From an optimization exercise on the open Yosys and OpenROAD flow, aimed at small area, a short achievable clock period and few clock cycles; shortcuts taken in it are not production practice. The RTL was checked by simulation tests, not by an equivalence proof against the original design.

Design decaying_tone_synth, start of the top module:
module decaying_tone_synth (
  input  logic                                clk,
  input  logic                                rst,
  input  logic                                in_valid,
  output logic                                in_ready,
  input  logic                                start_req,
  output logic                                out_valid,
  input  logic                                out_ready,
  output logic signed [dts_pkg::SAMPLE_W-1:0] sample,
  output logic                                done_res,
  input  logic                                cfg_valid,
  output logic                                cfg_ready,
  input  logic [dts_pkg::CFG_IDX_W-1:0]       cfg_index,
  input  logic [dts_pkg::CFG_DATA_W-1:0]      cfg_data
);
clock: 10.0 ns
lec_check: 0
cap_margin: 60
core_margin: 2
core_utilization: 25
place_density: 0.45
slew_margin: 60
synth_memory_max_bits: 16384
standard.sh (not shown) runs the stock make flow with config.mk's settings and CLKGATE_MAP_FILE= SYNTH_SCRIPT=/design/flow/synth_recipe.tcl, a recipe that flattens the netlist after the stock synthesis.
==> flow/flow/run.sh <==
#!/bin/bash
set -euo pipefail
sed 's/"\${@:-finish}"/SETUP_SLACK_MARGIN=6.6 "${@:-finish}"/' standard.sh > standard_margin.sh
grep -q 'SETUP_SLACK_MARGIN=6.6' standard_margin.sh
bash standard_margin.sh > flow_make.log 2>&1
Testbench counts at the start, summed over its fixed seeds: cycles 12,816.
Next try:
--- a/flow/config.mk
+++ b/flow/config.mk
@@ -7,3 +7,3 @@
 export LEC_CHECK = 0
-export CAP_MARGIN = 60
+export CAP_MARGIN = 20
 export CORE_MARGIN = 2
@@ -11,3 +11,3 @@
 export PLACE_DENSITY = 0.45
-export SLEW_MARGIN = 60
+export SLEW_MARGIN = 20
 export SYNTH_MEMORY_MAX_BITS = 16384
Result: The new run finished with timing, DRC and antenna clean. Global-route usage hardly moves. Area after synthesis does not change. Wire length barely changes. Flip-flop and latch count does not change. Cell area shrinks by 0.62%. Worst setup slack loses 0.13 ns. Count of clock-buffer cells in the layout came out lower by 6. Sequential share of layout area rose by 0.12 points. Fmax falls by 3.8%.
Next try:
==> flow/flow/run.sh (replaced) <==
#!/bin/bash
set -euo pipefail
sed 's/"\${@:-finish}"/SETUP_SLACK_MARGIN=7.2 "${@:-finish}"/' standard.sh > standard_margin.sh
grep -q 'SETUP_SLACK_MARGIN=7.2' standard_margin.sh
bash standard_margin.sh > flow_make.log 2>&1
--- a/flow/config.mk
+++ b/flow/config.mk
@@ -7,3 +7,3 @@
 export LEC_CHECK = 0
-export CAP_MARGIN = 20
+export CAP_MARGIN = 60
 export CORE_MARGIN = 2
@@ -11,3 +11,3 @@
 export PLACE_DENSITY = 0.45
-export SLEW_MARGIN = 20
+export SLEW_MARGIN = 60
 export SYNTH_MEMORY_MAX_BITS = 16384
=>
- The new run finished clean
- die area is unchanged
- routed wire length rose by 7.1%
- final cell count rose by about 3%
- core utilization rose by 3.2 points
Next try:
==> flow/flow/run.sh (replaced) <==
#!/bin/bash
set -euo pipefail
sed 's/"\${@:-finish}"/SETUP_SLACK_MARGIN=6.9 "${@:-finish}"/' standard.sh > standard_margin.sh
grep -q 'SETUP_SLACK_MARGIN=6.9' standard_margin.sh
bash standard_margin.sh > flow_make.log 2>&1
The changed run finished clean.
Setup slack gains 0.017 ns.
Synthesized cell count does not change.
Non-clock buffer count decreases by 135.
Wire length falls by 3.8%.
Count of clock-buffer cells in the layout drops by 9.
Cell count fell by 1.8%.
Clock skew went down by 0.0095 ns.
Cell area is lower by 5.7%.

---

Another version of the RTL of decaying_tone_synth (not shown whole).
Size: ~5,300 cells after synthesis, roughly 600 flip-flops, ~0.047 mm2 of cells after synthesis.
make LEC_CHECK=0 CAP_MARGIN=20 CORE_MARGIN=2 CORE_UTILIZATION=25 PLACE_DENSITY=0.45 SLEW_MARGIN=20 SYNTH_MEMORY_MAX_BITS=16384 finish   # period 10.0 ns
run.sh (not shown) runs the stock make flow with config.mk's settings and CLKGATE_MAP_FILE= SYNTH_SCRIPT=/design/flow/synth_recipe.tcl, a recipe that flattens the netlist after the stock synthesis.
Stock flow here: none of the scripts above is used.
Testbench counts at the start, summed over its fixed seeds: cycles 12,768.
Change:
CAP_MARGIN = 60   (was 20)
SLEW_MARGIN = 60   (was 20)
Outcome: Setup slack improved by 0.36 ns; die area stays the same; clock skew drops by 0.012 ns; non-clock buffer count climbs by 11; utilization came out higher by 0.35 points; synthesized area does not change; hold slack gets worse by 0.026 ns; wire length barely changes; global-route usage is about the same.

[port drivers added, routing unchanged]
In the flow no input, the clock included, has a driving cell. The finished layouts below were timed again as built, in two steps. Step 1 (the two cells are an assumption about what drives the block):
set clk [get_ports {clk}]
set_driving_cell -lib_cell sky130_fd_sc_hd__clkbuf_16 $clk
set_driving_cell -lib_cell sky130_fd_sc_hd__buf_2 [delete_from_list [all_inputs] $clk]
Step 2 moves the port delays by t, midway between the first and last clock arrival at a register: inputs arrive t later, outputs are due t later. That takes back most of the time a late clock gives input paths. Slacks: ideal / step 1 / step 2; pairs: ideal / step 1.
| run | t, ns | setup WS [ns] | latest minus earliest clock arrival (ns) | slew at the worst register clock pin (ns) |
|---|---|---|---|---|
| the first run of note 1 | 0.699 | 6.595 / 6.595 / 6.170 | 0.032 / 0.032 | 0.06 / 0.06 |
| the second run of note 1 | 0.698 | 6.462 / 6.462 / 6.158 | 0.031 / 0.031 | 0.06 / 0.06 |
| the third run of note 1 | 0.701 | 6.747 / 6.724 / 6.549 | 0.035 / 0.036 | 0.07 / 0.07 |
| the fourth run of note 1 | 0.700 | 6.763 / 6.710 / 6.348 | 0.024 / 0.024 | 0.06 / 0.06 |
| the first run of note 2 | 0.744 | 5.519 / 5.519 / 5.518 | 0.068 / 0.068 | 0.07 / 0.07 |
| the second run of note 2 | 0.744 | 5.883 / 5.883 / 5.644 | 0.050 / 0.050 | 0.06 / 0.06 |
After both steps every run listed still meets setup and hold. For the first run of note 1, which loses most, drivers alone change the setup slack by 0.000 ns; drivers and shift together by -0.425 ns.
